Source: an optimization exercise on an open RTL-to-GDS flow (aim: small area and few clock cycles). Production flows keep margins and buffers that such runs may drop.
In this exercise RTL edits were held to simulation tests only and were not proved equivalent to the original.
Power figures rest on the tool's default switching activity, not on a simulated workload.

==> design/flow/design.v <==
`default_nettype none
package bnn_pkg;
  localparam int XLEN      = 64;
  localparam int BUF_DEPTH = 8;
  localparam int IDX_W     = 3;
  localparam int CNT_W     = 4;
  localparam int SUM_W     = 10;
  localparam int TAG_W     = 8;
  localparam int POP_W     = 7;
  localparam logic [CNT_W-1:0] MAX_COUNT  = CNT_W'(BUF_DEPTH);
  localparam logic [XLEN-1:0]  WORD_BYTES = XLEN'(XLEN / 8);
  localparam logic [4:0] MEM_CMD_LOAD = 5'b00000;
  localparam logic [2:0] MEM_TYP_D    = 3'b011;
  typedef enum logic [6:0] {
    FUNCT_LOAD_W  = 7'd0,
    FUNCT_COMPUTE = 7'd1
  } bnn_funct_e;
  typedef enum logic [1:0] {
    MODE_NONE,
    MODE_LOAD,
    MODE_COMPUTE
  } job_mode_e;
  typedef struct packed {
    logic [6:0]      inst_funct;
    logic [4:0]      inst_rs2;
    logic [4:0]      inst_rs1;
    logic            inst_xd;
    logic            inst_xs1;
    logic            inst_xs2;
    logic [4:0]      inst_rd;
    logic [6:0]      inst_opcode;
    logic [XLEN-1:0] rs1;
    logic [XLEN-1:0] rs2;
  } rocc_cmd_t;
  typedef struct packed {
    logic [4:0]      rd;
    logic [XLEN-1:0] data;
  } rocc_resp_t;
  typedef struct packed {
    logic [XLEN-1:0]  addr;
    logic [TAG_W-1:0] tag;
    logic [4:0]       cmd;
    logic [2:0]       typ;
    logic [XLEN-1:0]  data;
  } mem_req_t;
  typedef struct packed {
    logic [TAG_W-1:0] tag;
    logic [XLEN-1:0]  data;
    logic             has_data;
  } mem_resp_t;
  typedef struct packed {
    logic busy;
  } ctrl_out_t;
  typedef struct packed {
    job_mode_e        mode;
    logic [4:0]       rd;
    logic             xd;
    logic [CNT_W-1:0] count;
    logic [XLEN-1:0]  base;
  } job_t;
endpackage
`default_nettype wire
`timescale 1ns/10ps
`default_nettype none
module bnn_xnor_popcount (
  input  wire [63:0] act_i,
  input  wire [63:0] weight_i,
  input  wire [9:0]  acc_i,
  input  wire [9:0]  thr_i,
  output logic [9:0] sum_o,
  output logic       ge_o
);
  logic [63:0] m;
  assign m = ~(act_i ^ weight_i);
  logic s1, c2, s3, c4, s5, c6, s7, c8, s9, c10, s11, c12, s13, c14, s15, c16, s17, c18, s19, c20, s21, c22, s23, c24, s25, c26, s27, c28, s29, c30, s31, c32, s33, c34, s35, c36, s37, c38, s39, c40, s41, c42, s43, c44, s45, c46, s47, c48, s49, c50, s51, c52, s53, c54, s55, c56, s57, c58, s59, c60, s61, c62, s63, c64, s65, c66, s67, c68, s69, c70, s71, c72, s73, c74, s75, c76, s77, c78, s79, c80, s81, c82, s83, c84, s85, c86, s87, c88, s89, c90, s91, c92, s93, c94, s95, c96, s97, c98, s99, c100, s101, c102, s103, c104, s105, c106, s107, c108, s109, c110, s111, c112, s113, c114, s115, c116, s117, c118, s119, c120, s121, c122, s123, c124, s125, c126;
  assign s1 = acc_i[0] ^ m[0] ^ m[10];
  assign c2 = (acc_i[0] & m[0]) | (acc_i[0] & m[10]) | (m[0] & m[10]);
  assign s3 = m[11] ^ m[12] ^ m[13];
  assign c4 = (m[11] & m[12]) | (m[11] & m[13]) | (m[12] & m[13]);
  assign s5 = m[14] ^ m[15] ^ m[16];
  assign c6 = (m[14] & m[15]) | (m[14] & m[16]) | (m[15] & m[16]);
  assign s7 = m[17] ^ m[18] ^ m[19];
  assign c8 = (m[17] & m[18]) | (m[17] & m[19]) | (m[18] & m[19]);
  assign s9 = m[1] ^ m[20] ^ m[21];
  assign c10 = (m[1] & m[20]) | (m[1] & m[21]) | (m[20] & m[21]);
  assign s11 = m[22] ^ m[23] ^ m[24];
  assign c12 = (m[22] & m[23]) | (m[22] & m[24]) | (m[23] & m[24]);
  assign s13 = m[25] ^ m[26] ^ m[27];
  assign c14 = (m[25] & m[26]) | (m[25] & m[27]) | (m[26] & m[27]);
  assign s15 = m[28] ^ m[29] ^ m[2];
  assign c16 = (m[28] & m[29]) | (m[28] & m[2]) | (m[29] & m[2]);
  assign s17 = m[30] ^ m[31] ^ m[32];
  assign c18 = (m[30] & m[31]) | (m[30] & m[32]) | (m[31] & m[32]);
  assign s19 = m[33] ^ m[34] ^ m[35];
  assign c20 = (m[33] & m[34]) | (m[33] & m[35]) | (m[34] & m[35]);
  assign s21 = m[36] ^ m[37] ^ m[38];
  assign c22 = (m[36] & m[37]) | (m[36] & m[38]) | (m[37] & m[38]);
  assign s23 = m[39] ^ m[3] ^ m[40];
  assign c24 = (m[39] & m[3]) | (m[39] & m[40]) | (m[3] & m[40]);
  assign s25 = m[41] ^ m[42] ^ m[43];
  assign c26 = (m[41] & m[42]) | (m[41] & m[43]) | (m[42] & m[43]);
  assign s27 = m[44] ^ m[45] ^ m[46];
  assign c28 = (m[44] & m[45]) | (m[44] & m[46]) | (m[45] & m[46]);
  assign s29 = m[47] ^ m[48] ^ m[49];
  assign c30 = (m[47] & m[48]) | (m[47] & m[49]) | (m[48] & m[49]);
  assign s31 = m[4] ^ m[50] ^ m[51];
  assign c32 = (m[4] & m[50]) | (m[4] & m[51]) | (m[50] & m[51]);
  assign s33 = m[52] ^ m[53] ^ m[54];
  assign c34 = (m[52] & m[53]) | (m[52] & m[54]) | (m[53] & m[54]);
  assign s35 = m[55] ^ m[56] ^ m[57];
  assign c36 = (m[55] & m[56]) | (m[55] & m[57]) | (m[56] & m[57]);
  assign s37 = m[58] ^ m[59] ^ m[5];
  assign c38 = (m[58] & m[59]) | (m[58] & m[5]) | (m[59] & m[5]);
  assign s39 = m[60] ^ m[61] ^ m[62];
  assign c40 = (m[60] & m[61]) | (m[60] & m[62]) | (m[61] & m[62]);
  assign s41 = m[63] ^ m[6] ^ m[7];
  assign c42 = (m[63] & m[6]) | (m[63] & m[7]) | (m[6] & m[7]);
  assign s43 = m[8] ^ m[9] ^ s1;
  assign c44 = (m[8] & m[9]) | (m[8] & s1) | (m[9] & s1);
  assign s45 = s11 ^ s13 ^ s15;
  assign c46 = (s11 & s13) | (s11 & s15) | (s13 & s15);
  assign s47 = s17 ^ s19 ^ s21;
  assign c48 = (s17 & s19) | (s17 & s21) | (s19 & s21);
  assign s49 = s23 ^ s25 ^ s27;
  assign c50 = (s23 & s25) | (s23 & s27) | (s25 & s27);
  assign s51 = s29 ^ s3 ^ s31;
  assign c52 = (s29 & s3) | (s29 & s31) | (s3 & s31);
  assign s53 = s33 ^ s35 ^ s37;
  assign c54 = (s33 & s35) | (s33 & s37) | (s35 & s37);
  assign s55 = s39 ^ s41 ^ s5;
  assign c56 = (s39 & s41) | (s39 & s5) | (s41 & s5);
  assign s57 = s7 ^ s9 ^ s43;
  assign c58 = (s7 & s9) | (s7 & s43) | (s9 & s43);
  assign s59 = s45 ^ s47 ^ s49;
  assign c60 = (s45 & s47) | (s45 & s49) | (s47 & s49);
  assign s61 = s51 ^ s53 ^ s55;
  assign c62 = (s51 & s53) | (s51 & s55) | (s53 & s55);
  assign s63 = s57 ^ s59;
  assign c64 = s57 & s59;
  assign s65 = acc_i[1] ^ c10 ^ c12;
  assign c66 = (acc_i[1] & c10) | (acc_i[1] & c12) | (c10 & c12);
  assign s67 = c14 ^ c16 ^ c18;
  assign c68 = (c14 & c16) | (c14 & c18) | (c16 & c18);
  assign s69 = c2 ^ c20 ^ c22;
  assign c70 = (c2 & c20) | (c2 & c22) | (c20 & c22);
  assign s71 = c24 ^ c26 ^ c28;
  assign c72 = (c24 & c26) | (c24 & c28) | (c26 & c28);
  assign s73 = c30 ^ c32 ^ c34;
  assign c74 = (c30 & c32) | (c30 & c34) | (c32 & c34);
  assign s75 = c36 ^ c38 ^ c4;
  assign c76 = (c36 & c38) | (c36 & c4) | (c38 & c4);
  assign s77 = c40 ^ c42 ^ c6;
  assign c78 = (c40 & c42) | (c40 & c6) | (c42 & c6);
  assign s79 = c8 ^ c44 ^ c46;
  assign c80 = (c8 & c44) | (c8 & c46) | (c44 & c46);
  assign s81 = c48 ^ c50 ^ c52;
  assign c82 = (c48 & c50) | (c48 & c52) | (c50 & c52);
  assign s83 = c54 ^ c56 ^ s65;
  assign c84 = (c54 & c56) | (c54 & s65) | (c56 & s65);
  assign s85 = s67 ^ s69 ^ s71;
  assign c86 = (s67 & s69) | (s67 & s71) | (s69 & s71);
  assign s87 = s73 ^ s75 ^ s77;
  assign c88 = (s73 & s75) | (s73 & s77) | (s75 & s77);
  assign s89 = c58 ^ c60 ^ c62;
  assign c90 = (c58 & c60) | (c58 & c62) | (c60 & c62);
  assign s91 = s79 ^ s81 ^ s83;
  assign c92 = (s79 & s81) | (s79 & s83) | (s81 & s83);
  assign s93 = s85 ^ s87 ^ c64;
  assign c94 = (s85 & s87) | (s85 & c64) | (s87 & c64);
  assign s95 = s89 ^ s91;
  assign c96 = s89 & s91;
  assign s97 = acc_i[2] ^ c66 ^ c68;
  assign c98 = (acc_i[2] & c66) | (acc_i[2] & c68) | (c66 & c68);
  assign s99 = c70 ^ c72 ^ c74;
  assign c100 = (c70 & c72) | (c70 & c74) | (c72 & c74);
  assign s101 = c76 ^ c78 ^ c80;
  assign c102 = (c76 & c78) | (c76 & c80) | (c78 & c80);
  assign s103 = c82 ^ c84 ^ c86;
  assign c104 = (c82 & c84) | (c82 & c86) | (c84 & c86);
  assign s105 = c88 ^ s97 ^ s99;
  assign c106 = (c88 & s97) | (c88 & s99) | (s97 & s99);
  assign s107 = c90 ^ c92 ^ s101;
  assign c108 = (c90 & c92) | (c90 & s101) | (c92 & s101);
  assign s109 = s103 ^ s105 ^ c94;
  assign c110 = (s103 & s105) | (s103 & c94) | (s105 & c94);
  assign s111 = c96 ^ s107;
  assign c112 = c96 & s107;
  assign s113 = acc_i[3] ^ c100 ^ c98;
  assign c114 = (acc_i[3] & c100) | (acc_i[3] & c98) | (c100 & c98);
  assign s115 = c102 ^ c104 ^ c106;
  assign c116 = (c102 & c104) | (c102 & c106) | (c104 & c106);
  assign s117 = s113 ^ c108 ^ s115;
  assign c118 = (s113 & c108) | (s113 & s115) | (c108 & s115);
  assign s119 = c110 ^ c112;
  assign c120 = c110 & c112;
  assign s121 = acc_i[4] ^ c114 ^ c116;
  assign c122 = (acc_i[4] & c114) | (acc_i[4] & c116) | (c114 & c116);
  assign s123 = c118 ^ s121;
  assign c124 = c118 & s121;
  assign s125 = acc_i[5] ^ c122;
  assign c126 = acc_i[5] & c122;
  logic [9:0] ra, rb;
  assign ra[0] = s61;
  assign rb[0] = s63;
  assign ra[1] = s95;
  assign rb[1] = s93;
  assign ra[2] = s111;
  assign rb[2] = s109;
  assign ra[3] = s117;
  assign rb[3] = s119;
  assign ra[4] = c120;
  assign rb[4] = s123;
  assign ra[5] = s125;
  assign rb[5] = c124;
  assign ra[6] = acc_i[6];
  assign rb[6] = c126;
  assign ra[7] = acc_i[7];
  assign rb[7] = 1'b0;
  assign ra[8] = acc_i[8];
  assign rb[8] = 1'b0;
  assign ra[9] = acc_i[9];
  assign rb[9] = 1'b0;
  logic [9:0] g0, p0, x0;
  assign g0 = ra & rb;
  assign p0 = ra | rb;
  assign x0 = ra ^ rb;
  logic sg0_1, sp0_1;
  assign sg0_1 = g0[1] | (p0[1] & g0[0]);
  assign sp0_1 = p0[1] & p0[0];
  logic sg0_3, sp0_3;
  assign sg0_3 = g0[3] | (p0[3] & g0[2]);
  assign sp0_3 = p0[3] & p0[2];
  logic sg0_5, sp0_5;
  assign sg0_5 = g0[5] | (p0[5] & g0[4]);
  assign sp0_5 = p0[5] & p0[4];
  logic sg0_7, sp0_7;
  assign sg0_7 = g0[7] | (p0[7] & g0[6]);
  assign sp0_7 = p0[7] & p0[6];
  logic sg0_9, sp0_9;
  assign sg0_9 = g0[9] | (p0[9] & g0[8]);
  assign sp0_9 = p0[9] & p0[8];
  logic sg1_2, sp1_2;
  assign sg1_2 = g0[2] | (p0[2] & sg0_1);
  assign sp1_2 = p0[2] & sp0_1;
  logic sg1_3, sp1_3;
  assign sg1_3 = sg0_3 | (sp0_3 & sg0_1);
  assign sp1_3 = sp0_3 & sp0_1;
  logic sg1_6, sp1_6;
  assign sg1_6 = g0[6] | (p0[6] & sg0_5);
  assign sp1_6 = p0[6] & sp0_5;
  logic sg1_7, sp1_7;
  assign sg1_7 = sg0_7 | (sp0_7 & sg0_5);
  assign sp1_7 = sp0_7 & sp0_5;
  logic sg2_4, sp2_4;
  assign sg2_4 = g0[4] | (p0[4] & sg1_3);
  assign sp2_4 = p0[4] & sp1_3;
  logic sg2_5, sp2_5;
  assign sg2_5 = sg0_5 | (sp0_5 & sg1_3);
  assign sp2_5 = sp0_5 & sp1_3;
  logic sg2_6, sp2_6;
  assign sg2_6 = sg1_6 | (sp1_6 & sg1_3);
  assign sp2_6 = sp1_6 & sp1_3;
  logic sg2_7, sp2_7;
  assign sg2_7 = sg1_7 | (sp1_7 & sg1_3);
  assign sp2_7 = sp1_7 & sp1_3;
  logic sg3_8, sp3_8;
  assign sg3_8 = g0[8] | (p0[8] & sg2_7);
  assign sp3_8 = p0[8] & sp2_7;
  logic sg3_9, sp3_9;
  assign sg3_9 = sg0_9 | (sp0_9 & sg2_7);
  assign sp3_9 = sp0_9 & sp2_7;
  assign sum_o[0] = x0[0];
  assign sum_o[1] = x0[1] ^ g0[0];
  assign sum_o[2] = x0[2] ^ sg0_1;
  assign sum_o[3] = x0[3] ^ sg1_2;
  assign sum_o[4] = x0[4] ^ sg1_3;
  assign sum_o[5] = x0[5] ^ sg2_4;
  assign sum_o[6] = x0[6] ^ sg2_5;
  assign sum_o[7] = x0[7] ^ sg2_6;
  assign sum_o[8] = x0[8] ^ sg2_7;
  assign sum_o[9] = x0[9] ^ sg3_8;
  logic [9:0] nt, cx;
  logic [10:0] cy;
  assign nt = ~thr_i;
  assign cx = ra ^ rb ^ nt;
  assign cy[0] = 1'b1;
  assign cy[10:1] = (ra & rb) | (ra & nt) | (rb & nt);
  logic [9:0] g1, p1;
  assign g1 = cx & cy[9:0];
  assign p1 = cx | cy[9:0];
  logic kg0_1, kp0_1;
  assign kg0_1 = g1[1] | (p1[1] & g1[0]);
  assign kp0_1 = p1[1] & p1[0];
  logic kg0_3, kp0_3;
  assign kg0_3 = g1[3] | (p1[3] & g1[2]);
  assign kp0_3 = p1[3] & p1[2];
  logic kg0_5, kp0_5;
  assign kg0_5 = g1[5] | (p1[5] & g1[4]);
  assign kp0_5 = p1[5] & p1[4];
  logic kg0_7, kp0_7;
  assign kg0_7 = g1[7] | (p1[7] & g1[6]);
  assign kp0_7 = p1[7] & p1[6];
  logic kg0_9, kp0_9;
  assign kg0_9 = g1[9] | (p1[9] & g1[8]);
  assign kp0_9 = p1[9] & p1[8];
  logic kg1_2, kp1_2;
  assign kg1_2 = g1[2] | (p1[2] & kg0_1);
  assign kp1_2 = p1[2] & kp0_1;
  logic kg1_3, kp1_3;
  assign kg1_3 = kg0_3 | (kp0_3 & kg0_1);
  assign kp1_3 = kp0_3 & kp0_1;
  logic kg1_6, kp1_6;
  assign kg1_6 = g1[6] | (p1[6] & kg0_5);
  assign kp1_6 = p1[6] & kp0_5;
  logic kg1_7, kp1_7;
  assign kg1_7 = kg0_7 | (kp0_7 & kg0_5);
  assign kp1_7 = kp0_7 & kp0_5;
  logic kg2_4, kp2_4;
  assign kg2_4 = g1[4] | (p1[4] & kg1_3);
  assign kp2_4 = p1[4] & kp1_3;
  logic kg2_5, kp2_5;
  assign kg2_5 = kg0_5 | (kp0_5 & kg1_3);
  assign kp2_5 = kp0_5 & kp1_3;
  logic kg2_6, kp2_6;
  assign kg2_6 = kg1_6 | (kp1_6 & kg1_3);
  assign kp2_6 = kp1_6 & kp1_3;
  logic kg2_7, kp2_7;
  assign kg2_7 = kg1_7 | (kp1_7 & kg1_3);
  assign kp2_7 = kp1_7 & kp1_3;
  logic kg3_8, kp3_8;
  assign kg3_8 = g1[8] | (p1[8] & kg2_7);
  assign kp3_8 = p1[8] & kp2_7;
  logic kg3_9, kp3_9;
  assign kg3_9 = kg0_9 | (kp0_9 & kg2_7);
  assign kp3_9 = kp0_9 & kp2_7;
  assign ge_o = cy[10] | kg3_9;
endmodule
`default_nettype wire
`timescale 1ns/10ps
`default_nettype none
module bnn_rocc_accel (
  input  wire                        clk_i,
  input  wire                        rst_n_i,
  input  wire                        en_i,
  input  wire                        rocc_cmd_v_i,
  input  wire bnn_pkg::rocc_cmd_t    rocc_cmd_data_i,
  output logic                       rocc_cmd_ready_o,
  output logic                       rocc_resp_v_o,
  output bnn_pkg::rocc_resp_t        rocc_resp_data_o,
  input  wire                        rocc_resp_ready_i,
  output logic                       rocc_mem_req_v_o,
  output bnn_pkg::mem_req_t          rocc_mem_req_data_o,
  input  wire                        rocc_mem_req_ready_i,
  input  wire                        rocc_mem_resp_v_i,
  input  wire bnn_pkg::mem_resp_t    rocc_mem_resp_data_i,
  output bnn_pkg::ctrl_out_t         rocc_ctrl_o,
  input  wire                        manycore_req_val_i,
  input  wire [bnn_pkg::XLEN-1:0]    manycore_req_msg_i,
  output logic                       manycore_req_rdy_o
);
  localparam int XLEN  = bnn_pkg::XLEN;
  localparam int SUM_W = bnn_pkg::SUM_W;
  localparam int CNT_W = bnn_pkg::CNT_W;
  localparam int IDX_W = bnn_pkg::IDX_W;
  logic             dec_load, dec_comp, dec_mem, dec_big;
  logic [CNT_W-1:0] dec_cnt;
  assign dec_load = (rocc_cmd_data_i.inst_funct == bnn_pkg::FUNCT_LOAD_W);
  assign dec_comp = (rocc_cmd_data_i.inst_funct == bnn_pkg::FUNCT_COMPUTE);
  assign dec_mem  = dec_load | dec_comp;
  assign dec_big  = (|rocc_cmd_data_i.rs2[XLEN-1:CNT_W]) ||
                    (rocc_cmd_data_i.rs2[CNT_W-1:0] > bnn_pkg::MAX_COUNT);
  assign dec_cnt  = !dec_mem ? '0 :
                    dec_big  ? bnn_pkg::MAX_COUNT : rocc_cmd_data_i.rs2[CNT_W-1:0];
  logic             busy_q;
  logic             xd_q;
  logic             comp_q;
  logic             load_q;
  logic [4:0]       rd_q;
  logic [CNT_W-1:0] cnt_q;    
  logic [CNT_W-1:0] iss_q;    
  logic [CNT_W-1:0] rem_q;    
  logic [XLEN-1:0]  addr_q;   
  logic [SUM_W-1:0] acc_q;
  logic [SUM_W-1:0] thr_q;
  logic reply_v, done_now, finish, cmd_fire, issue_more, req_fire;
  assign reply_v    = rocc_mem_resp_v_i && rocc_mem_resp_data_i.has_data;
  assign done_now   = (rem_q == '0) || (reply_v && (rem_q == CNT_W'(1)));
  assign finish     = busy_q && done_now && (!xd_q || rocc_resp_ready_i);
  assign rocc_cmd_ready_o = en_i && (!busy_q || finish);
  assign cmd_fire         = rocc_cmd_v_i && rocc_cmd_ready_o;
  assign rocc_resp_v_o      = busy_q && xd_q && done_now;
  assign rocc_ctrl_o.busy   = busy_q;
  assign manycore_req_rdy_o = !busy_q;
  assign issue_more       = (iss_q != cnt_q);
  assign rocc_mem_req_v_o = issue_more || (cmd_fire && (dec_cnt != '0));
  assign req_fire         = rocc_mem_req_v_o && rocc_mem_req_ready_i;
  logic [XLEN-1:0] req_addr;
  assign req_addr = cmd_fire ? rocc_cmd_data_i.rs1 : addr_q;
  always_comb begin
    rocc_mem_req_data_o.addr = req_addr;
    rocc_mem_req_data_o.tag  = {{(bnn_pkg::TAG_W - IDX_W){1'b0}},
                                (cmd_fire ? {IDX_W{1'b0}} : iss_q[IDX_W-1:0])};
    rocc_mem_req_data_o.cmd  = bnn_pkg::MEM_CMD_LOAD;
    rocc_mem_req_data_o.typ  = bnn_pkg::MEM_TYP_D;
    rocc_mem_req_data_o.data = '0;
  end
  always_ff @(posedge clk_i) begin
    addr_q <= req_addr + (req_fire ? bnn_pkg::WORD_BYTES : '0);
  end
  logic [XLEN-1:0]  w_q [bnn_pkg::BUF_DEPTH];
  logic [IDX_W-1:0] beat_idx;
  logic [XLEN-1:0]  beat_data;
  logic [XLEN-1:0]  w_rd;
  assign beat_idx  = rocc_mem_resp_data_i.tag[IDX_W-1:0];
  assign beat_data = rocc_mem_resp_data_i.data;
  assign w_rd      = w_q[beat_idx];
  always_ff @(posedge clk_i) begin
    if (reply_v && load_q) begin
      w_q[beat_idx] <= beat_data;
    end
  end
  logic             add;
  logic [SUM_W-1:0] tree_sum;
  logic             tree_ge;
  logic [SUM_W-1:0] acc_d;
  logic             ge_d;
  assign add = reply_v && comp_q;
  bnn_xnor_popcount i_bnn_xnor_popcount (
    .act_i    (beat_data),
    .weight_i (w_rd),
    .acc_i    (acc_q),
    .thr_i    (thr_q),
    .sum_o    (tree_sum),
    .ge_o     (tree_ge)
  );
  assign acc_d = add ? tree_sum : acc_q;
  assign ge_d  = add ? tree_ge  : (acc_q >= thr_q);
  always_comb begin
    rocc_resp_data_o.rd              = rd_q;
    rocc_resp_data_o.data            = '0;
    rocc_resp_data_o.data[SUM_W-1:0] = acc_d;
    rocc_resp_data_o.data[XLEN-1]    = (comp_q || load_q) && ge_d;
  end
  always_ff @(posedge clk_i) begin
    if (cmd_fire) begin
      xd_q   <= rocc_cmd_data_i.inst_xd;
      rd_q   <= rocc_cmd_data_i.inst_rd;
      comp_q <= dec_comp;
      load_q <= dec_load;
      acc_q  <= '0;
    end else begin
      acc_q  <= acc_d;
    end
  end
  always_ff @(posedge clk_i) begin
    if (!rst_n_i) begin
      busy_q <= 1'b0;
      cnt_q  <= '0;
      iss_q  <= '0;
      rem_q  <= '0;
      thr_q  <= '0;
    end else begin
      if (manycore_req_val_i && !busy_q) begin
        thr_q <= manycore_req_msg_i[SUM_W-1:0];
      end
      if (cmd_fire) begin
        busy_q <= (dec_cnt != '0) || rocc_cmd_data_i.inst_xd;
        cnt_q  <= dec_cnt;
        iss_q  <= req_fire ? CNT_W'(1) : '0;
        rem_q  <= dec_cnt;
      end else begin
        if (finish) begin
          busy_q <= 1'b0;
        end
        if (req_fire) begin
          iss_q <= iss_q + 1'b1;
        end
        if (reply_v && (rem_q != '0)) begin
          rem_q <= rem_q - 1'b1;
        end
      end
    end
  end
endmodule
`default_nettype wire
==> design/flow/run.sh <==
#!/bin/bash
# synth_recipe.tcl (not shown) runs the flow's synth.tcl, then flattens the netlist and writes it again
# the make line also repeats each setting of config.mk as NAME=value (left out here)
make -C /OpenROAD-flow-scripts/flow DESIGN_CONFIG=/design/flow/config.mk WORK_HOME=/design/flow/orfs CLKGATE_MAP_FILE= SYNTH_SCRIPT=/design/flow/synth_recipe.tcl finish
==> design/flow/config.mk <==
export PLATFORM = sky130hd
export DESIGN_NAME = bnn_rocc_accel
export DESIGN_NICKNAME = bnn_rocc_accel
export VERILOG_FILES = /design/flow/design.v
export SDC_FILE = /design/flow/constraint.sdc
export NUM_CORES = 4
export LEC_CHECK = 0
export CAP_MARGIN = 20
export CORE_MARGIN = 2
export CORE_UTILIZATION = 40
export SETUP_SLACK_MARGIN = 0.3
export SLEW_MARGIN = 20
==> design/flow/constraint.sdc <==
create_clock -name core_clock -period 10.0 [get_ports {clk_i}]
set_input_delay 2.0000 -clock core_clock [delete_from_list [all_inputs] [get_ports {clk_i}]]
set_output_delay 2.0000 -clock core_clock [all_outputs]
set_load 0.01 [all_outputs]
==> PnR_summary.wiki, run 1 <==
{| class="wikitable"
! Metric !! Value
|-
| Setup repair after global routing missed its margin || yes
|-
| Num ports || 523
|-
| Minimum period implied by the final worst setup slack || 10160 ps
|-
| Stage delay of the slowest cell on the critical path || 510 ps
|-
| Number of global-route vias before repair || 19800
|-
| Type of the worst setup path || input pin to primary output
|-
| Largest family of logic cells by synthesized area || simple AND/OR/NAND/NOR gates
|-
| Area growth syn-to-layout || 30.9%
|-
| Top_reg_cell synth || edfxtp_1
|-
| Initial antenna violation count || 9
|-
| DRT Pass-1 Iters || 5
|-
| Slew of the pin with the lowest slew margin || 1090 ps
|-
| Maximum number of pins on one net before global-route repair || 80
|-
| Power Density || 328 nW/um^2
|-
| Setup slack of the critical path after layout || -157 ps
|-
| Gp weighted congestion || 0.906
|-
| Max-slew headroom || 0.271
|-
| Number of failing hold endpoints at the final stage || 0
|-
| Proportion of synthesized chip area in sequential cells || 0.624
|-
| Flops & latches, synth || 617
|-
| EDFF count, synth || 520
|-
| Maximum buffer depth of the clock tree || 3
|-
| HPWL after DPL || 53700 um
|-
| Number of cells on the worst reg-to-reg path || 16
|-
| Highest-count cells in the layout ignoring fill and taps || edfxtp_1 (520), clkdlybuf4s50_1 (302), nand2_1 (240)
|-
| Final critical-path share of the clock period || 1.02
|-
| Width of the die || 269 um
|-
| Worst path buffer plus inverter count || 7
|-
| Slew Limit Fails || 0
|-
| Path class of the lowest-slack min-delay path || flop to flop
|-
| Fraction of synthesized area in multiplexers || 0.00933
|-
| Placement row count || 97
|-
| Run status || complete, but fails checks
|-
| Fraction of synthesized cell area in xor and xnor cells || 0.0414
|-
| Startpoint types || input pin
|-
| Die Y || 269 um
|-
| Signal arrival time at the worst endpoint || 8160 ps
|-
| Count of routing violations after the opening detailed-route iteration || 1696
|-
| Reported leakage power || 13.1 nW
|-
| Nets@finish || 3082
|-
| Cell count along the critical path || 26
|-
| WHS Path Cells || 2
|-
| Layout Skew || 50.0 ps
|-
| Clk pin slew, worst setup/hold paths || 60 ps
|-
| Number of clock sinks || 617
|-
| Peak VDD IR || 0.847 mV
|-
| Hold WS || 449 ps
|-
| Count of unresolved DRC violations after routing || 0
|-
| Endpoint kind of the worst setup timing path || primary output
|-
| Netlist cell types || 74
|-
| Mean cell area of the mapped netlist || 12.9 um^2
|-
| Fraction of final layout cells with drive strength greater than 1 || 0.187
|-
| Final setup violation count || 2
|-
| Grt ovf || 0
|-
| Via count || 19400
|-
| Clock buffer count from CTS || 70
|-
| Crit path max-delay family || adder cells
|-
| Final ANT Viol Nets || 0
|-
| Max-capacitance violation count || 0
|-
| Area inside the core boundary || 69900 um^2
|-
| YS warnings || 1
|-
| Routed length per placed instance || 22.4 um
|-
| Effective utilization at floorplan || 0.403
|-
| Full die area || 72500 um^2
|-
| CTS tree || done
|-
| Final Routed Wirelength || 82400 um
|-
| Synth async-reset ratio || 0
|-
| Mapped cell area || 28200 um^2
|-
| Achievable clock frequency || 98.5 MHz
|-
| GR Util All Layers || 0.222
|-
| Via density per instance || 5.28
|-
| Layout check failures || setup timing
|-
| Crit path top cell by count || fa_2
|-
| Insertion delay to the later sink of the worst-skew pair || 630 ps
|-
| Commonest non-fill, non-tap cell in the layout || edfxtp_1
|-
| Synthesized-area fraction occupied by ao, oa, aoi and oai cells || 0.0957
|-
| Adder-Cell Fraction of Synth Area || 0.0620
|-
| Cell with the largest stage delay on the worst path || fa_1
|-
| Place WS || -1240 ps
|-
| Number of buffers inserted by hold repair at cts || 0
|-
| CP max FO || 6
|-
| Post-synthesis cell count || 2181
|-
| Htree depth || 3
|-
| Count of buffers inserted at the top-level ports || 314
|-
| Wire length of the first global-routing pass || 122000 um
|-
| Data required, critical path || 8000 ps
|-
| Clk root buf || clkbuf_16
|-
| Post-Synth Simple-Gate Area || 0.104
|}
worst paths after layout:
| path | start | end | slack [ps] |
|---|---|---|---|
| setup / recovery | rocc_mem_resp_data_i[65] | rocc_resp_data_o[63] | -160 |
| hold / removal | addr_q[1] | addr_q[1] | 450 |
| setup reg to reg | rem_q[0] | addr_q[57] | 4100 |
| hold reg to reg | addr_q[1] | addr_q[1] | 450 |
worst min-delay path, cell delays in order (launching register included):
cell and delay, ps:
dfxtp_1 300, nand2_1 50, nand2_1 60
cell families (layout without fill, tap and decap cells):
| kind of cell | count (synthesis) | count (layout) |
|---|---|---|
| AO/OA/AOI/OAI | 368 | 368 |
| flip-flops | 617 | 617 |
| other | 2 | 135 |
| multiplexers | 26 | 26 |
| buffers and inverters | 341 | 762 |
| AND/OR/NAND/NOR | 594 | 594 |
| adder cells (fa/ha/maj) | 100 | 100 |
| XOR/XNOR | 133 | 133 |
cell usage after synthesis, drive strengths merged, types with 3 or more instances:
library cell | n | area share
a41oi | 4 | 0.0012
o21ai | 22 | 0.0039
fa | 66 | 0.047
o31ai | 4 | 0.0011
nor3b | 7 | 0.0019
edfxtp | 520 | 0.55
nand3b | 3 | 0.00080
a21o | 3 | 0.00080
or4 | 7 | 0.0020
xnor2 | 94 | 0.029
o2111ai | 4 | 0.0019
ha | 34 | 0.015
o41ai | 4 | 0.0012
nor4 | 22 | 0.0051
xor2 | 39 | 0.012
mux2i | 24 | 0.0085
buf | 147 | 0.037
and3 | 17 | 0.0038
nand2b | 6 | 0.0013
nor2b | 3 | 0.00067
dfxtp | 97 | 0.069
a21oi | 32 | 0.0058
nor2 | 47 | 0.0063
nand4 | 94 | 0.021
and4 | 8 | 0.0025
o22ai | 4 | 0.0011
nand3 | 78 | 0.014
or3 | 6 | 0.0013
nand2 | 243 | 0.032
nor3 | 24 | 0.0044
a22oi | 256 | 0.068
clkbuf | 74 | 0.0099
a31oi | 11 | 0.0024
inv | 119 | 0.016
and2 | 20 | 0.0044
where the power goes:
| group | internal [W] | switching [W] |
|---|---|---|
| clock network | 0.00150 | 0.00106 |
| logic | 0.00334 | 0.00330 |
| registers | 0.00285 | 0.0000459 |
| total | 0.00769 | 0.00441 |
per-stage QoR:
stage	setup TNS (ps)	total power, W	instances	util	instance area [um^2]
final	-161	0.0121	3675	0.527	36900
after CTS	-189	0.0113	3664	0.522	36500
after global placement	-6790	0.00783	3513	0.477	33300
after detailed placement	-8050	0.00787	3513	0.477	33300
after global routing	-1280	0.0130	3674	0.527	36800
after floorplan	0	0.00606	2309	-	28700
state kept, by name, summed over array words and instances (netlist names):
register and cells:
acc_q 10, addr_q 64, busy_q 1, cnt_q 4, comp_q 1, iss_q 4
load_q 1, rd_q 5, rem_q 4, thr_q 10, w_q 512, xd_q 1
per-layer routing:
metal  global-route usage  wire (um)  up-vias
met5                    0         58        -
met1                0.282      32900     9676
met2                0.378      41300      702
li1                     -          -     8869
met3               0.0400       5320      134
met4               0.0879       2800       10
final cells by class:
type,count,area [um^2]
multi-input combinational,1351,10100
fill,5897,33100
antenna,5,12.5
clock buffer,86,1860
tap,940,1180
clock inverter,39,444
inverter,120,455
sequential,617,17600
timing repair buffer,517,5230
timing repair:
item / CTS / global route
gates resized for setup: 179 / 74
pin swaps: 74 / 90
gates cloned: 7 / 0
setup buffers: 19 / 6
endpoints found under the setup margin: 10 / 9
Testbench counts, summed over its fixed seeds: cycles 14,970.
==> run 2, diff against run 1 <==
--- a/design/flow/config.mk
+++ b/design/flow/config.mk
@@ -8,5 +8,4 @@
 export CAP_MARGIN = 20
 export CORE_MARGIN = 2
 export CORE_UTILIZATION = 40
-export SETUP_SLACK_MARGIN = 0.3
 export SLEW_MARGIN = 20
==> run 2 against run 1 <==
Net effect:
- still fails the layout checks on setup timing
- global-route usage up 0.53 points
- maximum frequency increased by 1.5%
- sequential cell count unchanged
- combinational power shrank 8.4%
- synthesized cell count unchanged
- worst hold slack improved by 8.2 ps
- critical path depth increased by 2
- sequential share of layout area down 0.39 points
- total power down 5.3%
- register-to-register slack better by 270 ps
- utilization up 0.44 points
- largest cell class unchanged
==> PnR_summary.wiki, run 2 <==
{| class="wikitable"
! Metric !! Value
|-
| Run status || complete, but fails checks
|-
| Layout check failures || setup timing
|-
| Maximum buffer depth of the clock tree || 3
|-
| Count of routing violations after the opening detailed-route iteration || 1760
|-
| Number of placed cells counting well taps || 3501
|-
| Gp weighted congestion || 0.917
|-
| Hold WS || 457 ps
|-
| GR Util All Layers || 0.228
|-
| Area inside the core boundary || 69900 um^2
|-
| Top_reg_cell synth || edfxtp_1
|-
| Count of unresolved DRC violations after routing || 0
|-
| Setup repair after global routing missed its margin || yes
|-
| Slew Limit Fails || 0
|-
| Biggest register || w_q
|-
| Final Cell Area || 37200 um^2
|-
| Effective utilization at floorplan || 0.403
|-
| Initial antenna violation count || 14
|-
| Post-synthesis cell count || 2181
|-
| Layout Skew || 21.7 ps
|-
| Wire length of the first global-routing pass || 125000 um
|-
| Startpoint types || input pin
|-
| Ranking of synthesized cells by instance count || edfxtp_1 (520), a22oi_1 (256), nand2_1 (243)
|-
| EDFF count, synth || 520
|-
| Clock buffer count from CTS || 69
|-
| YS warnings || 1
|-
| Die Y || 269 um
|-
| Setup slack of the critical path after layout || -4.94 ps
|-
| Max-capacitance violation count || 0
|-
| Highest-count cells in the layout ignoring fill and taps || edfxtp_1 (520), clkdlybuf4s50_1 (303), nand2_1 (240)
|-
| Clk root buf || clkbuf_16
|-
| Finished Layout Cells || 3683
|-
| CP max FO || 8
|-
| Leading area contributor after synthesis || edfxtp_1
|-
| Clk pin slew, worst setup/hold paths || 60 ps
|-
| Minimum period implied by the final worst setup slack || 10000 ps
|-
| Crit path max-delay family || adder cells
|-
| Nets@finish || 3087
|-
| Flops & latches, synth || 617
|-
| Type of the worst setup path || input pin to primary output
|-
| Achievable clock frequency || 100 MHz
|-
| Mapped cell area || 28200 um^2
|-
| Final setup violation count || 1
|-
| Most repeated cell in the gate-level netlist after synthesis || edfxtp_1
|-
| Data required, critical path || 8000 ps
|-
| Area growth syn-to-layout || 32.0%
|-
| Final ANT Viol Nets || 0
|-
| Endpoint kind of the worst setup timing path || primary output
|-
| Via density per instance || 5.34
|-
| DRT Pass-1 Iters || 6
|-
| Proportion of synthesized chip area in sequential cells || 0.624
|-
| Power Density || 308 nW/um^2
|-
| Grt ovf || 0
|-
| Stage delay of the slowest cell on the critical path || 580 ps
|-
| Cell types occupying the most area after synthesis || edfxtp_1 (55%), dfxtp_1 (6.9%), a22oi_1 (6.8%), fa_1 (4.7%), buf_4 (3.5%)
|-
| Maximum number of pins on one net before global-route repair || 88
|-
| Width of the die || 269 um
|-
| Full die area || 72500 um^2
|-
| Count of buffers inserted at the top-level ports || 314
|-
| Slew of the pin with the lowest slew margin || 1080 ps
|-
| Final critical-path share of the clock period || 1.00
|-
| Htree depth || 3
|-
| Number of global-route vias before repair || 19800
|-
| Mean cell area of the mapped netlist || 12.9 um^2
|-
| Fraction of synthesized cell area taken by the top area cell type || 0.555
|-
| Number of filler instances in the final layout || 5814
|-
| Netlist cell types || 74
|-
| Crit path top cell by count || fa_2
|-
| Placement row count || 97
|-
| Commonest non-fill, non-tap cell in the layout || edfxtp_1
|-
| CTS tree || done
|-
| Worst path buffer plus inverter count || 10
|-
| Final Routed Wirelength || 85100 um
|-
| Num ports || 523
|-
| Via count || 19700
|-
| Largest register FFs || 512
|-
| Number of clock sinks || 617
|-
| Insertion delay to the later sink of the worst-skew pair || 620 ps
|-
| Routed length per placed instance || 23.1 um
|-
| Place WS || -1100 ps
|-
| Fraction of final layout cells with drive strength greater than 1 || 0.189
|-
| Largest registers || w_q (512), addr_q (64)
|-
| Standard cell area after detailed placement || 33200 um^2
|-
| Number of failing hold endpoints at the final stage || 0
|-
| Max-slew headroom || 0.279
|-
| Signal arrival time at the worst endpoint || 8000 ps
|-
| Synth async-reset ratio || 0
|-
| Peak VDD IR || 0.747 mV
|-
| Path class of the lowest-slack min-delay path || flop to flop
|-
| Cell with the largest stage delay on the worst path || fa_2
|-
| Reported leakage power || 13.3 nW
|-
| HPWL after DPL || 54700 um
|}
[run 2: cell counts after synthesis]
No cell type changed its count.
[run 2: tightest hold or removal path, cell delays in order, from the launching register on]
cell and delay (ps):
dfxtp_1 300, nand2_1 50, nand2_1 60
[run 2: repair_timing]
item / 4_1_cts / 5_1_grt
hold endpoints to repair: 0 / 0
endpoints found under the setup margin: 9 / 8
gates cloned: 12 / 4
hold buffers: 0 / 0
pin swaps: 80 / 77
setup buffers: 20 / 15
gates resized for setup: 184 / 78
[run 2: report_power, final]
part	total, W	internal, W	switching, W	leakage, nW
logic	0.00607	0.00302	0.00305	6.68
clock network	0.00249	0.00143	0.00106	1.09
registers	0.00290	0.00285	0.0000466	5.49
total	0.0115	0.00730	0.00416	13.3
[run 2: layout make-up]
type | count | area [um^2] | area share
multi-input combinational | 1351 | 10200 | 0.274
clock buffer | 83 | 1830 | 0.0493
sequential | 617 | 17600 | 0.473
clock inverter | 37 | 384 | 0.0103
inverter | 120 | 455 | 0.0123
antenna | 12 | 30.0 | 0.000808
tap | 940 | 1180 | 0.0317
timing repair buffer | 523 | 5540 | 0.149
[run 2: metal layers]
| layer | GRT usage | part of all wire | routed length [um] | vias to the layer above |
|---|---|---|---|---|
| met5 | 0 | 0.00040 | 34 | - |
| met4 | 0.0784 | 0.029 | 2430 | 6 |
| met3 | 0.0385 | 0.059 | 5060 | 145 |
| met2 | 0.385 | 0.50 | 42600 | 707 |
| met1 | 0.297 | 0.41 | 34900 | 9927 |
| li1 | - | - | - | 8892 |
[run 2: per-stage QoR]
step           total power (W)  TNS, ps   util
3_3_place_gp           0.00781    -6570  0.475
6_report                0.0115    -4.94  0.531
5_1_grt                 0.0123     -259  0.531
4_1_cts                 0.0112    -27.3  0.522
3_5_place_dp           0.00789    -6720  0.475
2_1_floorplan          0.00606        0      -
[run 2: worst paths after layout]
kind	from	end	slack (ps)	depth (start not counted)
max	rocc_mem_resp_data_i[65]	rocc_resp_data_o[63]	-5	28
min	addr_q[0]	addr_q[0]	460	2
max reg2reg	rem_q[0]	addr_q[63]	4370	15
min reg2reg	addr_q[0]	addr_q[0]	460	2
[run 2: kinds of logic after synthesis]
| group | share of synthesized area |
|---|---|
| AOI/OAI and AO/OA | 0.0957 |
| and+or+nand+nor | 0.104 |
| buffers and inverters | 0.0633 |
| xor gates and xnor gates | 0.0414 |
| adders and majority gates | 0.0620 |
| DFF | 0.624 |
| other | 0.000267 |
| muxes | 0.00933 |
==> run 3, diff against run 2 <==
--- a/design/flow/config.mk
+++ b/design/flow/config.mk
@@ -8,4 +8,6 @@
 export CAP_MARGIN = 20
 export CORE_MARGIN = 2
 export CORE_UTILIZATION = 40
+export CTS_BUF_LIST = sky130_fd_sc_hd__clkbuf_4 sky130_fd_sc_hd__clkbuf_8
+export SETUP_SLACK_MARGIN = 0.3
 export SLEW_MARGIN = 20
==> run 3 against run 2 <==
Net effect:
- the layout still fails its checks (setup timing)
- utilization is 0.73 points lower
- clock-buffer cell count rose by 53
- cell area fell by 1.4%
- critical endpoint unchanged
==> PnR_summary.wiki, run 3 <==
{| class="wikitable"
! Metric !! Value
|-
| Routed length per placed instance || 22.0 um
|-
| Power Total || 0.0117 W
|-
| Commonest non-fill, non-tap cell in the layout || edfxtp_1
|-
| Met2 Usage GRT || 0.384
|-
| Gp weighted congestion || 0.906
|-
| Width of the die || 269 um
|-
| Top_reg_cell synth || edfxtp_1
|-
| Final Routed Wirelength || 82500 um
|-
| Insertion delay to the later sink of the worst-skew pair || 720 ps
|-
| Reported leakage power || 13.1 nW
|-
| Slew of the pin with the lowest slew margin || 1070 ps
|-
| Initial antenna violation count || 8
|-
| Layout check failures || setup timing
|-
| Grt ovf || 0
|-
| Adder-Cell Fraction of Synth Area || 0.0620
|-
| CP max FO || 9
|-
| Global-route met3 utilization || 0.0354
|-
| Clk root buf || clkbuf_8
|-
| Wire length of the first global-routing pass || 123000 um
|-
| Path class of the lowest-slack min-delay path || flop to flop
|-
| Final ANT Viol Nets || 0
|-
| Mean cell area of the mapped netlist || 12.9 um^2
|-
| Htree depth || 3
|-
| Nets@finish || 3132
|-
| Minimum period implied by the final worst setup slack || 10100 ps
|-
| Synth async-reset ratio || 0
|-
| Ranking of synthesized cells by instance count || edfxtp_1 (520), a22oi_1 (256), nand2_1 (243)
|-
| Num ports || 523
|-
| Most crowded layer after global routing || met2
|-
| Peak VDD IR || 0.898 mV
|-
| Layout Skew || 52.8 ps
|-
| Maximum buffer depth of the clock tree || 3
|-
| Signal arrival time at the worst endpoint || 8100 ps
|-
| Via count || 19700
|-
| Number of failing hold endpoints at the final stage || 0
|-
| Count of buffers inserted at the top-level ports || 314
|-
| Slew Limit Fails || 0
|-
| Area growth syn-to-layout || 30.2%
|-
| Clk pin slew, worst setup/hold paths || 60 ps
|-
| Number of buffers inserted by hold repair at cts || 0
|-
| Endpoint kind of the worst setup timing path || primary output
|-
| Flops & latches, synth || 617
|-
| Max-capacitance violation count || 0
|-
| Fraction of synthesized area in multiplexers || 0.00933
|-
| Startpoint types || input pin
|-
| Maximum number of pins on one net before global-route repair || 80
|-
| Final critical-path share of the clock period || 1.01
|-
| Placement row count || 97
|-
| EDFF count, synth || 520
|-
| Cell types occupying the most area after synthesis || edfxtp_1 (55%), dfxtp_1 (6.9%), a22oi_1 (6.8%), fa_1 (4.7%), buf_4 (3.5%)
|-
| DRT Pass-1 Iters || 5
|-
| Largest family of logic cells by synthesized area || simple AND/OR/NAND/NOR gates
|-
| Place WS || -1240 ps
|-
| Post-synthesis cell count || 2181
|-
| Number of clock sinks || 617
|-
| Highest-count cells in the layout ignoring fill and taps || edfxtp_1 (520), clkdlybuf4s50_1 (302), nand2_1 (239)
|-
| Finished Layout Cells || 3756
|-
| Fraction of synthesized cell area in xor and xnor cells || 0.0414
|-
| Netlist cell types || 74
|-
| Max-slew headroom || 0.290
|-
| Proportion of synthesized chip area in sequential cells || 0.624
|-
| Count of unresolved DRC violations after routing || 0
|-
| Achievable clock frequency || 99.0 MHz
|-
| Power Density || 318 nW/um^2
|-
| YS warnings || 1
|-
| Largest register FFs || 512
|-
| Data required, critical path || 8000 ps
|-
| Full die area || 72500 um^2
|-
| Number of placed cells counting well taps || 3513
|-
| Most repeated cell in the gate-level netlist after synthesis || edfxtp_1
|-
| CTS tree || done
|-
| GR Util All Layers || 0.223
|-
| Type of the worst setup path || input pin to primary output
|-
| Via density per instance || 5.24
|-
| Setup repair after global routing missed its margin || yes
|-
| Area inside the core boundary || 69900 um^2
|-
| Clock buffer count from CTS || 103
|-
| Die Y || 269 um
|-
| HPWL after DPL || 53700 um
|-
| Leading area contributor after synthesis || edfxtp_1
|-
| Count of routing violations after the opening detailed-route iteration || 1628
|-
| Fraction of synthesized cell area taken by the top area cell type || 0.555
|-
| Number of global-route vias before repair || 20200
|-
| Met1 Resource Use GR || 0.282
|-
| Largest registers || w_q (512), addr_q (64)
|-
| Setup slack of the critical path after layout || -104 ps
|-
| Effective utilization at floorplan || 0.403
|-
| Biggest register || w_q
|-
| Run status || complete, but fails checks
|-
| Mapped cell area || 28200 um^2
|-
| Setup total negative slack || -104 ps
|-
| Final setup violation count || 1
|-
| Hold WS || 449 ps
|-
| Post-Synth Simple-Gate Area || 0.104
|-
| Fraction of final layout cells with drive strength greater than 1 || 0.200
|-
| Synthesized-area fraction occupied by ao, oa, aoi and oai cells || 0.0957
|}
[run 3: cell counts after synthesis]
No cell type changed its count.
[run 3: cells by family after synthesis]
group,Yosys count
multiplexers,26
flip-flops,617
AO/OA/AOI/OAI,368
buffers and inverters,341
AND/OR/NAND/NOR,594
adder cells (fa/ha/maj),100
other,2
XOR/XNOR,133
[run 3: layout make-up]
type,instances,area (um^2)
timing repair buffer,534,5420
antenna,5,12.5
tap,940,1180
inverter,120,455
multi-input combinational,1351,10000
clock inverter,53,284
sequential,617,17600
fill,5948,33300
clock buffer,136,1710
[run 3: timing repair]
item / in CTS / in global routing
gates cloned: 8 / 0
pin swaps: 71 / 38
resized for setup: 204 / 37
setup endpoints to repair: 10 / 9
setup buffers: 31 / 10
[run 3: path summary, 6_finish.rpt]
| check | from | end | slack, ps | cells past startpoint |
|---|---|---|---|---|
| worst max-delay path | rocc_mem_resp_data_i[67] | rocc_resp_data_o[63] | -100 | 26 |
| worst min-delay path | addr_q[1] | addr_q[1] | 450 | 2 |
| worst max register to register | rem_q[0] | addr_q[57] | 4090 | 16 |
| worst min register to register | addr_q[1] | addr_q[1] | 450 | 2 |
[run 3: per-stage QoR]
stage | util | cell area [um^2]
floorplan | - | 28700
global placement | 0.477 | 33300
detailed placement | 0.477 | 33300
CTS | 0.521 | 36400
global route | 0.524 | 36600
finish | 0.524 | 36600
[run 3: worst max-delay path, cell delays in order]
cell      delay [ps]
buf_2            160
buf_4            170
nor3_4           290
buf_4            170
buf_4            180
a22oi_1           90
nand4_1          110
xor2_1           300
fa_2             350
inv_1            100
fa_2             360
fa_1             500
fa_2             390
fa_2             380
fa_1             490
ha_4             310
inv_4             30
fa_1             500
nand2_1           80
a21boi_2         160
o221ai_2          60
nand3_1          100
a22o_1           220
a311oi_2         320
o41ai_2           90
buf_2            170
[run 3: power by group]
| group | internal [W] | switching, W | total [W] |
|---|---|---|---|
| registers | 0.00285 | 0.0000459 | 0.00289 |
| logic | 0.00334 | 0.00327 | 0.00661 |
| clock network | 0.00112 | 0.00102 | 0.00215 |
[run 3: per-layer routing]
layer	vias up	part of all wire
li1	9002	-
met4	6	0.030
met1	9856	0.41
met3	138	0.056
met2	691	0.51
met5	-	0.00049
==> run 4, diff against run 3 <==
--- a/design/flow/design.v
+++ b/design/flow/design.v
@@ -70,53 +70,55 @@
   output logic [9:0] sum_o,
   output logic       ge_o
 );
-  logic [63:0] m;
-  assign m = ~(act_i ^ weight_i);
+  logic [63:0] x;
+  logic [9:0]  nacc;
+  assign x    = act_i ^ weight_i;
+  assign nacc = ~acc_i;
   logic s1, c2, s3, c4, s5, c6, s7, c8, s9, c10, s11, c12, s13, c14, s15, c16, s17, c18, s19, c20, s21, c22, s23, c24, s25, c26, s27, c28, s29, c30, s31, c32, s33, c34, s35, c36, s37, c38, s39, c40, s41, c42, s43, c44, s45, c46, s47, c48, s49, c50, s51, c52, s53, c54, s55, c56, s57, c58, s59, c60, s61, c62, s63, c64, s65, c66, s67, c68, s69, c70, s71, c72, s73, c74, s75, c76, s77, c78, s79, c80, s81, c82, s83, c84, s85, c86, s87, c88, s89, c90, s91, c92, s93, c94, s95, c96, s97, c98, s99, c100, s101, c102, s103, c104, s105, c106, s107, c108, s109, c110, s111, c112, s113, c114, s115, c116, s117, c118, s119, c120, s121, c122, s123, c124, s125, c126;
-  assign s1 = acc_i[0] ^ m[0] ^ m[10];
-  assign c2 = (acc_i[0] & m[0]) | (acc_i[0] & m[10]) | (m[0] & m[10]);
-  assign s3 = m[11] ^ m[12] ^ m[13];
-  assign c4 = (m[11] & m[12]) | (m[11] & m[13]) | (m[12] & m[13]);
-  assign s5 = m[14] ^ m[15] ^ m[16];
-  assign c6 = (m[14] & m[15]) | (m[14] & m[16]) | (m[15] & m[16]);
-  assign s7 = m[17] ^ m[18] ^ m[19];
-  assign c8 = (m[17] & m[18]) | (m[17] & m[19]) | (m[18] & m[19]);
-  assign s9 = m[1] ^ m[20] ^ m[21];
-  assign c10 = (m[1] & m[20]) | (m[1] & m[21]) | (m[20] & m[21]);
-  assign s11 = m[22] ^ m[23] ^ m[24];
-  assign c12 = (m[22] & m[23]) | (m[22] & m[24]) | (m[23] & m[24]);
-  assign s13 = m[25] ^ m[26] ^ m[27];
-  assign c14 = (m[25] & m[26]) | (m[25] & m[27]) | (m[26] & m[27]);
-  assign s15 = m[28] ^ m[29] ^ m[2];
-  assign c16 = (m[28] & m[29]) | (m[28] & m[2]) | (m[29] & m[2]);
-  assign s17 = m[30] ^ m[31] ^ m[32];
-  assign c18 = (m[30] & m[31]) | (m[30] & m[32]) | (m[31] & m[32]);
-  assign s19 = m[33] ^ m[34] ^ m[35];
-  assign c20 = (m[33] & m[34]) | (m[33] & m[35]) | (m[34] & m[35]);
-  assign s21 = m[36] ^ m[37] ^ m[38];
-  assign c22 = (m[36] & m[37]) | (m[36] & m[38]) | (m[37] & m[38]);
-  assign s23 = m[39] ^ m[3] ^ m[40];
-  assign c24 = (m[39] & m[3]) | (m[39] & m[40]) | (m[3] & m[40]);
-  assign s25 = m[41] ^ m[42] ^ m[43];
-  assign c26 = (m[41] & m[42]) | (m[41] & m[43]) | (m[42] & m[43]);
-  assign s27 = m[44] ^ m[45] ^ m[46];
-  assign c28 = (m[44] & m[45]) | (m[44] & m[46]) | (m[45] & m[46]);
-  assign s29 = m[47] ^ m[48] ^ m[49];
-  assign c30 = (m[47] & m[48]) | (m[47] & m[49]) | (m[48] & m[49]);
-  assign s31 = m[4] ^ m[50] ^ m[51];
-  assign c32 = (m[4] & m[50]) | (m[4] & m[51]) | (m[50] & m[51]);
-  assign s33 = m[52] ^ m[53] ^ m[54];
-  assign c34 = (m[52] & m[53]) | (m[52] & m[54]) | (m[53] & m[54]);
-  assign s35 = m[55] ^ m[56] ^ m[57];
-  assign c36 = (m[55] & m[56]) | (m[55] & m[57]) | (m[56] & m[57]);
-  assign s37 = m[58] ^ m[59] ^ m[5];
-  assign c38 = (m[58] & m[59]) | (m[58] & m[5]) | (m[59] & m[5]);
-  assign s39 = m[60] ^ m[61] ^ m[62];
-  assign c40 = (m[60] & m[61]) | (m[60] & m[62]) | (m[61] & m[62]);
-  assign s41 = m[63] ^ m[6] ^ m[7];
-  assign c42 = (m[63] & m[6]) | (m[63] & m[7]) | (m[6] & m[7]);
-  assign s43 = m[8] ^ m[9] ^ s1;
-  assign c44 = (m[8] & m[9]) | (m[8] & s1) | (m[9] & s1);
+  assign s1 = nacc[0] ^ x[0] ^ x[10];
+  assign c2 = (nacc[0] & x[0]) | (nacc[0] & x[10]) | (x[0] & x[10]);
+  assign s3 = x[11] ^ x[12] ^ x[13];
+  assign c4 = (x[11] & x[12]) | (x[11] & x[13]) | (x[12] & x[13]);
+  assign s5 = x[14] ^ x[15] ^ x[16];
+  assign c6 = (x[14] & x[15]) | (x[14] & x[16]) | (x[15] & x[16]);
+  assign s7 = x[17] ^ x[18] ^ x[19];
+  assign c8 = (x[17] & x[18]) | (x[17] & x[19]) | (x[18] & x[19]);
+  assign s9 = x[1] ^ x[20] ^ x[21];
+  assign c10 = (x[1] & x[20]) | (x[1] & x[21]) | (x[20] & x[21]);
+  assign s11 = x[22] ^ x[23] ^ x[24];
+  assign c12 = (x[22] & x[23]) | (x[22] & x[24]) | (x[23] & x[24]);
+  assign s13 = x[25] ^ x[26] ^ x[27];
+  assign c14 = (x[25] & x[26]) | (x[25] & x[27]) | (x[26] & x[27]);
+  assign s15 = x[28] ^ x[29] ^ x[2];
+  assign c16 = (x[28] & x[29]) | (x[28] & x[2]) | (x[29] & x[2]);
+  assign s17 = x[30] ^ x[31] ^ x[32];
+  assign c18 = (x[30] & x[31]) | (x[30] & x[32]) | (x[31] & x[32]);
+  assign s19 = x[33] ^ x[34] ^ x[35];
+  assign c20 = (x[33] & x[34]) | (x[33] & x[35]) | (x[34] & x[35]);
+  assign s21 = x[36] ^ x[37] ^ x[38];
+  assign c22 = (x[36] & x[37]) | (x[36] & x[38]) | (x[37] & x[38]);
+  assign s23 = x[39] ^ x[3] ^ x[40];
+  assign c24 = (x[39] & x[3]) | (x[39] & x[40]) | (x[3] & x[40]);
+  assign s25 = x[41] ^ x[42] ^ x[43];
+  assign c26 = (x[41] & x[42]) | (x[41] & x[43]) | (x[42] & x[43]);
+  assign s27 = x[44] ^ x[45] ^ x[46];
+  assign c28 = (x[44] & x[45]) | (x[44] & x[46]) | (x[45] & x[46]);
+  assign s29 = x[47] ^ x[48] ^ x[49];
+  assign c30 = (x[47] & x[48]) | (x[47] & x[49]) | (x[48] & x[49]);
+  assign s31 = x[4] ^ x[50] ^ x[51];
+  assign c32 = (x[4] & x[50]) | (x[4] & x[51]) | (x[50] & x[51]);
+  assign s33 = x[52] ^ x[53] ^ x[54];
+  assign c34 = (x[52] & x[53]) | (x[52] & x[54]) | (x[53] & x[54]);
+  assign s35 = x[55] ^ x[56] ^ x[57];
+  assign c36 = (x[55] & x[56]) | (x[55] & x[57]) | (x[56] & x[57]);
+  assign s37 = x[58] ^ x[59] ^ x[5];
+  assign c38 = (x[58] & x[59]) | (x[58] & x[5]) | (x[59] & x[5]);
+  assign s39 = x[60] ^ x[61] ^ x[62];
+  assign c40 = (x[60] & x[61]) | (x[60] & x[62]) | (x[61] & x[62]);
+  assign s41 = x[63] ^ x[6] ^ x[7];
+  assign c42 = (x[63] & x[6]) | (x[63] & x[7]) | (x[6] & x[7]);
+  assign s43 = x[8] ^ x[9] ^ s1;
+  assign c44 = (x[8] & x[9]) | (x[8] & s1) | (x[9] & s1);
   assign s45 = s11 ^ s13 ^ s15;
   assign c46 = (s11 & s13) | (s11 & s15) | (s13 & s15);
   assign s47 = s17 ^ s19 ^ s21;
@@ -135,10 +137,10 @@
   assign c60 = (s45 & s47) | (s45 & s49) | (s47 & s49);
   assign s61 = s51 ^ s53 ^ s55;
   assign c62 = (s51 & s53) | (s51 & s55) | (s53 & s55);
-  assign s63 = s57 ^ s59;
-  assign c64 = s57 & s59;
-  assign s65 = acc_i[1] ^ c10 ^ c12;
-  assign c66 = (acc_i[1] & c10) | (acc_i[1] & c12) | (c10 & c12);
+  assign s63 = ~(s57 ^ s59);
+  assign c64 = s57 | s59;
+  assign s65 = nacc[1] ^ c10 ^ c12;
+  assign c66 = (nacc[1] & c10) | (nacc[1] & c12) | (c10 & c12);
   assign s67 = c14 ^ c16 ^ c18;
   assign c68 = (c14 & c16) | (c14 & c18) | (c16 & c18);
   assign s69 = c2 ^ c20 ^ c22;
@@ -167,10 +169,10 @@
   assign c92 = (s79 & s81) | (s79 & s83) | (s81 & s83);
   assign s93 = s85 ^ s87 ^ c64;
   assign c94 = (s85 & s87) | (s85 & c64) | (s87 & c64);
-  assign s95 = s89 ^ s91;
-  assign c96 = s89 & s91;
-  assign s97 = acc_i[2] ^ c66 ^ c68;
-  assign c98 = (acc_i[2] & c66) | (acc_i[2] & c68) | (c66 & c68);
+  assign s95 = ~(s89 ^ s91);
+  assign c96 = s89 | s91;
+  assign s97 = nacc[2] ^ c66 ^ c68;
+  assign c98 = (nacc[2] & c66) | (nacc[2] & c68) | (c66 & c68);
   assign s99 = c70 ^ c72 ^ c74;
   assign c100 = (c70 & c72) | (c70 & c74) | (c72 & c74);
   assign s101 = c76 ^ c78 ^ c80;
@@ -183,42 +185,42 @@
   assign c108 = (c90 & c92) | (c90 & s101) | (c92 & s101);
   assign s109 = s103 ^ s105 ^ c94;
   assign c110 = (s103 & s105) | (s103 & c94) | (s105 & c94);
-  assign s111 = c96 ^ s107;
-  assign c112 = c96 & s107;
-  assign s113 = acc_i[3] ^ c100 ^ c98;
-  assign c114 = (acc_i[3] & c100) | (acc_i[3] & c98) | (c100 & c98);
+  assign s111 = ~(c96 ^ s107);
+  assign c112 = c96 | s107;
+  assign s113 = nacc[3] ^ c100 ^ c98;
+  assign c114 = (nacc[3] & c100) | (nacc[3] & c98) | (c100 & c98);
   assign s115 = c102 ^ c104 ^ c106;
   assign c116 = (c102 & c104) | (c102 & c106) | (c104 & c106);
   assign s117 = s113 ^ c108 ^ s115;
   assign c118 = (s113 & c108) | (s113 & s115) | (c108 & s115);
-  assign s119 = c110 ^ c112;
-  assign c120 = c110 & c112;
-  assign s121 = acc_i[4] ^ c114 ^ c116;
-  assign c122 = (acc_i[4] & c114) | (acc_i[4] & c116) | (c114 & c116);
-  assign s123 = c118 ^ s121;
-  assign c124 = c118 & s121;
-  assign s125 = acc_i[5] ^ c122;
-  assign c126 = acc_i[5] & c122;
+  assign s119 = ~(c110 ^ c112);
+  assign c120 = c110 | c112;
+  assign s121 = nacc[4] ^ c114 ^ c116;
+  assign c122 = (nacc[4] & c114) | (nacc[4] & c116) | (c114 & c116);
+  assign s123 = ~(c118 ^ s121);
+  assign c124 = c118 | s121;
+  assign s125 = ~(nacc[5] ^ c122);
+  assign c126 = nacc[5] | c122;
   logic [9:0] ra, rb;
-  assign ra[0] = s61;
-  assign rb[0] = s63;
-  assign ra[1] = s95;
-  assign rb[1] = s93;
-  assign ra[2] = s111;
-  assign rb[2] = s109;
-  assign ra[3] = s117;
-  assign rb[3] = s119;
-  assign ra[4] = c120;
-  assign rb[4] = s123;
-  assign ra[5] = s125;
-  assign rb[5] = c124;
-  assign ra[6] = acc_i[6];
-  assign rb[6] = c126;
-  assign ra[7] = acc_i[7];
+  assign ra[0] = ~s61;
+  assign rb[0] = ~s63;
+  assign ra[1] = ~s95;
+  assign rb[1] = ~s93;
+  assign ra[2] = ~s111;
+  assign rb[2] = ~s109;
+  assign ra[3] = ~s117;
+  assign rb[3] = ~s119;
+  assign ra[4] = ~c120;
+  assign rb[4] = ~s123;
+  assign ra[5] = ~s125;
+  assign rb[5] = ~c124;
+  assign ra[6] = ~nacc[6];
+  assign rb[6] = ~c126;
+  assign ra[7] = ~nacc[7];
   assign rb[7] = 1'b0;
-  assign ra[8] = acc_i[8];
+  assign ra[8] = ~nacc[8];
   assign rb[8] = 1'b0;
-  assign ra[9] = acc_i[9];
+  assign ra[9] = ~nacc[9];
   assign rb[9] = 1'b0;
   logic [9:0] g0, p0, x0;
   assign g0 = ra & rb;
==> design/flow/flow/run.sh (new file) <==
#!/bin/bash
# The standard layout with two changes:
# - synthesis leaves full adders to abc (no ADDER_MAP_FILE), so the popcount tree is mapped
#   for delay as a whole; the registers are the standard synthesis's, unchanged;
# - the port buffers are the smallest plain buffer; the resizer upsizes them where needed.
set -euo pipefail
bash standard.sh ADDER_MAP_FILE= "BUFFER_PORTS_ARGS=-buffer_cell sky130_fd_sc_hd__buf_1" finish > standard.log 2>&1
==> design/flow/standard.sh (new file) <==
#!/bin/bash
# synth_recipe.tcl (not shown) runs the flow's synth.tcl, then flattens the netlist and writes it again
# the make line also repeats each setting of config.mk as NAME=value (left out here)
make -C /OpenROAD-flow-scripts/flow DESIGN_CONFIG=/design/flow/config.mk WORK_HOME=/design/flow/orfs CLKGATE_MAP_FILE= SYNTH_SCRIPT=/design/flow/synth_recipe.tcl "${@:-finish}"
==> design/flow/config.mk (replaced) <==
export PLATFORM = sky130hd
export DESIGN_NAME = bnn_rocc_accel
export DESIGN_NICKNAME = bnn_rocc_accel
export VERILOG_FILES = /design/flow/design.v
export SDC_FILE = /design/flow/constraint.sdc
export NUM_CORES = 4
export LEC_CHECK = 0
export CAP_MARGIN = 20
export CORE_MARGIN = 2
export CORE_UTILIZATION = 60
export SLEW_MARGIN = 20
removed: design/flow/run.sh
==> run 4 against run 3 <==
Net effect:
- now clean on timing, DRC and antenna
- via count shrank 5.4%
- non-clock buffer count fell by 125
- final cell count shrank 14%
- clock power increased by 3%
- routed wire length decreased by 13%
- critical path depth is 6 lower
- combinational power decreased by 19%
- register-to-register slack worse by 570 ps
- worst hold slack improved by 2.6 ps
- setup slack improved by 320 ps
- global-route usage rose by 5.6 points
- sequential power hardly changed
- largest cell class unchanged
==> PnR_summary.wiki, run 4 <==
{| class="wikitable"
! Metric !! Value
|-
| Standard cell area after detailed placement || 31000 um^2
|-
| Top_reg_cell synth || edfxtp_1
|-
| Cell types occupying the most area after synthesis || edfxtp_1 (53%), dfxtp_1 (6.7%), mux2i_1 (6.3%), buf_4 (3.8%), xnor2_1 (3.7%)
|-
| Mapped cell area || 29200 um^2
|-
| Final Routed Wirelength || 71500 um
|-
| Run status || finished clean
|-
| Clk root buf || clkbuf_16
|-
| HPWL after DPL || 48200 um
|-
| Leading area contributor after synthesis || edfxtp_1
|-
| Ranking of synthesized cells by instance count || edfxtp_1 (520), nand2_1 (201), mux2i_1 (185)
|-
| Netlist cell types || 94
|-
| Fraction of final layout cells with drive strength greater than 1 || 0.107
|-
| Slew of the pin with the lowest slew margin || 911 ps
|-
| Sw frac || 0.376
|-
| Stage delay of the slowest cell on the critical path || 690 ps
|-
| Register-to-register setup slack || 3520 ps
|-
| Nets@finish || 2861
|-
| Minimum period implied by the final worst setup slack || 9790 ps
|-
| Worst reg2reg path startpoint || rem_q[1]
|-
| Endpoint kind of the worst setup timing path || primary output
|-
| Fraction of synthesized cell area taken by the top area cell type || 0.535
|-
| CTS tree || done
|-
| Synth async-reset ratio || 0
|-
| Largest registers || w_q (512), addr_q (64)
|-
| Max-slew headroom || 0.393
|-
| Most repeated cell in the gate-level netlist after synthesis || edfxtp_1
|-
| WHS Path Cells || 2
|-
| Number of global-route vias before repair || 17700
|-
| Place WS || 158 ps
|-
| Grt ovf || 0
|-
| Effective utilization at floorplan || 0.610
|-
| Startpoint types || input pin
|-
| Mean cell area of the mapped netlist || 13.4 um^2
|-
| Path class of the lowest-slack min-delay path || flop to flop
|}
## run 4: changes by cell type after synthesis, moves of 34 or more
cell	before	now
inv_1	118	56
o22ai_1	3	47
nand3_1	78	27
fa_1	66	0
nor2_1	47	92
maj3_1	0	53
nand2_1	243	201
ha_1	34	0
nand4_1	94	16
clkbuf_1	74	28
mux2i_1	24	185
a22oi_1	256	42
## run 4: worst register-to-register path: stages, from the launching register on
cell      delay [ps]
dfxtp_1          340
or3_1            450
o31ai_1          570
nand3_2          160
clkinv_2         650
mux2_2           370
o2111a_1         270
nand4_1          180
and4b_1          410
and4_1           290
nand4_1          210
nor4b_1          480
nand4b_1         300
nor4_2           380
nand4_1          280
nor4_2           400
nand2_1          160
nor3b_1          370
xor2_1           160
## run 4: worst max-delay path by stage
stage                     slack, ps                   to                     start  depth (start not counted)
after floorplan                1100  rocc_resp_data_o[9]  rocc_mem_resp_data_i[65]                         21
after global placement          270  rocc_resp_data_o[9]  rocc_mem_resp_data_i[65]                         19
after detailed placement        160  rocc_resp_data_o[9]  rocc_mem_resp_data_i[67]                         21
after CTS                       110  rocc_resp_data_o[9]  rocc_mem_resp_data_i[67]                         21
after global routing              1  rocc_resp_data_o[5]  rocc_mem_resp_data_i[67]                         21
final                           210  rocc_resp_data_o[9]  rocc_mem_resp_data_i[65]                         20
## run 4: area by class of cell
type	instances	area (um^2)	share of cell area
inverter	57	215	0.00651
antenna	5	12.5	0.000379
clock inverter	36	343	0.0104
multi-input combinational	1411	10500	0.318
tap	615	769	0.0233
clock buffer	78	1610	0.0487
sequential	617	17600	0.531
timing repair buffer	409	2030	0.0615
## run 4: power groups by stage
stage	Sequential [W]	Combinational (W)	Clock, W
global placement	0.00292	0.00508	0
finish	0.00287	0.00535	0.00222
CTS	0.00287	0.00524	0.00226
floorplan	0.00292	0.00400	0
global route	0.00288	0.00588	0.00236
detailed placement	0.00293	0.00521	0
## run 4: stage by stage
step	instances	total power, W
after floorplan	2303	0.00692
after global placement	3109	0.00801
after detailed placement	3109	0.00814
after CTS	3223	0.0104
after global routing	3225	0.0111
final	3228	0.0104
## run 4: cells by family after synthesis
kind of cell / Yosys count / synth area share
flip-flops: 617 / 0.601
buffers and inverters: 275 / 0.0582
AND/OR/NAND/NOR: 478 / 0.0774
AO/OA/AOI/OAI: 288 / 0.0717
adder cells (fa/ha/maj): 62 / 0.0217
multiplexers: 227 / 0.0821
XOR/XNOR: 226 / 0.0871
other: 2 / 0.000257
## run 4: repair_timing
| action | 4_1_cts | 5_1_grt |
|---|---|---|
| buffers inserted | 0 | 0 |
| resized for setup | 0 | 11 |
| endpoints found under the setup margin | 0 | 7 |
## run 4: layer usage
| metal | wire (um) | share of wire | track usage | up-vias |
|---|---|---|---|---|
| met4 | 1310 | 0.018 | 0.0677 | 12 |
| met1 | 30600 | 0.43 | 0.392 | 9265 |
| li1 | - | - | - | 8613 |
| met5 | 78 | 0.0011 | 0 | - |
| met3 | 4950 | 0.069 | 0.0538 | 99 |
| met2 | 34600 | 0.48 | 0.455 | 637 |
Testbench counts of run 4, summed over its fixed seeds: cycles 14,970.

Setup slack of run 4, layout unchanged: 0.212 ns with ideal ports, 0.186 ns with driving cells assumed (clock clkbuf_16, inputs buf_2), 0.186 ns with port delays also shifted by the 0.663 ns mid clock arrival.
